This is an optimization exercise on Yosys and OpenROAD, whose aim is small area, a short achievable clock period and few clock cycles per item, not a production implementation.
Function was checked by simulation only, so behaviour that the tests miss may differ from the original.
Power figures rest on the tool's default switching activity, not on a simulated workload.

== v41 ==
Design fpu_top, start of the top module:
module fpu_top (
    input  logic            clk,
    input  logic            rst,
    input  logic            in_valid,
    output logic            in_ready,
    input  logic [31:0]     op_a,
    input  logic [31:0]     op_b,
    input  logic [1:0]      op,
    output logic            out_valid,
    input  logic            out_ready,
    output logic [31:0]     result,
    output logic [3:0]      flags
);
    localparam logic [1:0] SP_NONE = 2'd0;
    localparam logic [1:0] SP_NAN  = 2'd1;
    localparam logic [1:0] SP_INF  = 2'd2;
    localparam logic [1:0] SP_ZERO = 2'd3;
    logic v1, v2, ov, kv;
    logic ir, ovn;                
    logic go;
    assign go        = !kv;       
    assign in_ready  = ir;
    assign out_valid = !ovn;
    logic [31:0] r1_a, r1_b;
    logic [1:0]  r1_op;
    logic [11:0] bd_one, bd_two, bd_neg, r1_one, r1_two, r1_neg;
    fp_booth_enc u_benc (.f (op_b[22:0]), .one (bd_one), .two (bd_two), .neg (bd_neg));
    always_ff @(posedge clk) begin
  ...
Settings: LEC_CHECK=0, CAP_MARGIN=20, CORE_MARGIN=2, CORE_UTILIZATION=45, PLACE_DENSITY=0.6, SLEW_MARGIN=20; clock period 13.0 ns.
standard.sh (not shown) runs the stock make flow with config.mk's settings and CLKGATE_MAP_FILE= SYNTH_SCRIPT=/design/flow/synth_recipe.tcl, a recipe that flattens the netlist after the stock synthesis.
==> flow/flow/run.sh <==
#!/bin/bash
# Standard layout with these changes:
#  - after the standard synthesis, flow/fixinv.py removes inverters between
#    full-adder cells (a full adder is self-dual, so a cell can work on
#    complemented inputs and give complemented outputs); registers and all
#    other cells are untouched;
#  - timing repair aims below the clock period: repair_timing works until
#    every path has SETUP_SLACK_MARGIN ns to spare;
#  - every input and output port still gets a buffer, a buf_2 rather than
#    the slow clkdlybuf4s50 delay cell that buffer_ports picks by default;
#  - clock tree sink clusters of up to 22 flip-flops (fewer leaf buffers).
set -euo pipefail
M=8.8
R=orfs/results/sky130hd/fpu_top/base
bash standard.sh SETUP_SLACK_MARGIN=$M synth > synth.log 2>&1
cp $R/1_2_yosys.v synth_netlist_orig.log
python3 flow/fixinv.py synth_netlist_orig.log $R/1_2_yosys.v > fixinv.log 2>&1
touch $R/1_2_yosys.v
bash standard.sh SETUP_SLACK_MARGIN=$M "BUFFER_PORTS_ARGS=-buffer_cell sky130_fd_sc_hd__buf_2" CTS_CLUSTER_SIZE=22 CTS_CLUSTER_DIAMETER=120 PLACE_DENSITY=0.72 finish > flow.log 2>&1
Other scripts of this flow, unchanged in this note and not shown: flow/flow/fixinv.py
v41: done, clean on timing, DRC and antenna
Testbench counts of v41, summed over its fixed seeds: cycles 16,040, items 16,000.
Edits applied to the flow inputs when going from v41 to v50:
==> flow/flow/run.sh <==
#!/bin/bash
# Standard layout with two changes:
#  - after the standard synthesis, flow/fixinv.py removes inverters between
#    full-adder cells (a full adder is self-dual, so a cell can work on
#    complemented inputs and give complemented outputs); registers and all
#    other cells are untouched;
#  - timing repair aims below the clock period: repair_timing works until
#    every path has SETUP_SLACK_MARGIN ns to spare;
#  - every input and output port still gets a buffer, a buf_2 rather than
#    the slow clkdlybuf4s50 delay cell that buffer_ports picks by default.
set -euo pipefail
M=8.5
R=orfs/results/sky130hd/fpu_top/base
bash standard.sh SETUP_SLACK_MARGIN=$M synth > synth.log 2>&1
cp $R/1_2_yosys.v synth_netlist_orig.log
python3 flow/fixinv.py synth_netlist_orig.log $R/1_2_yosys.v > fixinv.log 2>&1
touch $R/1_2_yosys.v
bash standard.sh SETUP_SLACK_MARGIN=$M "BUFFER_PORTS_ARGS=-buffer_cell sky130_fd_sc_hd__buf_2" finish > flow.log 2>&1
[summary]
v50: wire length about 12% above v41. v50 -> v41: number of logic inverters in the finished layout delta 0, exact match. Of v50 and v41, it is v50 that has the higher TritonCTS buffer count. [v50 vs v41] number of levels in the clock H-tree: higher in v50. Worst setup slack for v50: 230 ps down relative to v41. [v50 vs v41] synthesis-to-layout area growth: higher in v50. Against v41, v50 reports a clock buffer count that is higher. [diff] overall power after layout, v50 relative to v41: regression. v50 vs v41, share of cell area taken by flip-flops and latches went down by 0.51 points. Largest fanout on the critical path, v41 and v50: lower on v41. v50 gives more wire length of the first global-routing pass than v41 did.
### v50 -> v13
==> flow/flow/run.sh <==
#!/bin/bash
# Standard layout with these changes:
#  - after the standard synthesis, flow/fixinv.py removes inverters between
#    full-adder cells (a full adder is self-dual, so a cell can work on
#    complemented inputs and give complemented outputs); registers and all
#    other cells are untouched;
#  - timing repair aims below the clock period: repair_timing works until
#    every path has SETUP_SLACK_MARGIN ns to spare;
#  - every input and output port still gets a buffer, a buf_2 rather than
#    the slow clkdlybuf4s50 delay cell that buffer_ports picks by default;
#  - clock tree sink clusters of up to 22 flip-flops (fewer leaf buffers);
#  - placement density 0.72 (shorter wires).
set -euo pipefail
M=8.9
R=orfs/results/sky130hd/fpu_top/base
bash standard.sh SETUP_SLACK_MARGIN=$M synth > synth.log 2>&1
cp $R/1_2_yosys.v synth_netlist_orig.log
python3 flow/fixinv.py synth_netlist_orig.log $R/1_2_yosys.v > fixinv.log 2>&1
touch $R/1_2_yosys.v
bash standard.sh SETUP_SLACK_MARGIN=$M "BUFFER_PORTS_ARGS=-buffer_cell sky130_fd_sc_hd__buf_2" CTS_CLUSTER_SIZE=22 CTS_CLUSTER_DIAMETER=120 PLACE_DENSITY=0.72 finish > flow.log 2>&1
--- outcome ---
In v13, share of the clock period used by the worst path after layout is lower than in v50.
Between v50 and v13, the flow reports upper clock frequency limit increasing by a few percent.
Delta (v13 minus v50): cell depth of the worst flop-to-flop path moved up; share of cell area taken by flip-flops and latches moved up; multi-input logic area moved up.
The worst setup path endpoint comes out r2_s[29]$_DFFE_PN_ in one run and r2_c[0]$_DFFE_PN_ in the other, namely in v50 and v13 respectively.

==> static timing again, ports no longer ideal <==
The results above use ideal ports. As a check the final layouts listed here were re-extracted and re-timed, cells and wires unchanged.
Step 1, drivers: a clkbuf_16 drives clk and a buf_2 each remaining input, both assumed.
Step 2 also shifts input and output timing later by t, the mid clock arrival at the registers, as if the neighbouring blocks saw the same clock.
Slacks: ideal / step 1 / step 2; pairs: ideal / step 1.
run	t, ns	slack for setup (ns)	worst setup path after step 2	clock arrival spread, ns
v41	0.663	8.793 / 8.793 / 8.621	input to register	0.045 / 0.045
v50	0.678	8.567 / 8.567 / 8.341	input to register	0.023 / 0.023
v13	0.654	8.818 / 8.818 / 8.613	input to register	0.050 / 0.050
After both steps every run listed still meets setup and hold. For v50, which loses most, drivers alone change the setup slack by 0.000 ns; drivers and shift together by -0.226 ns.
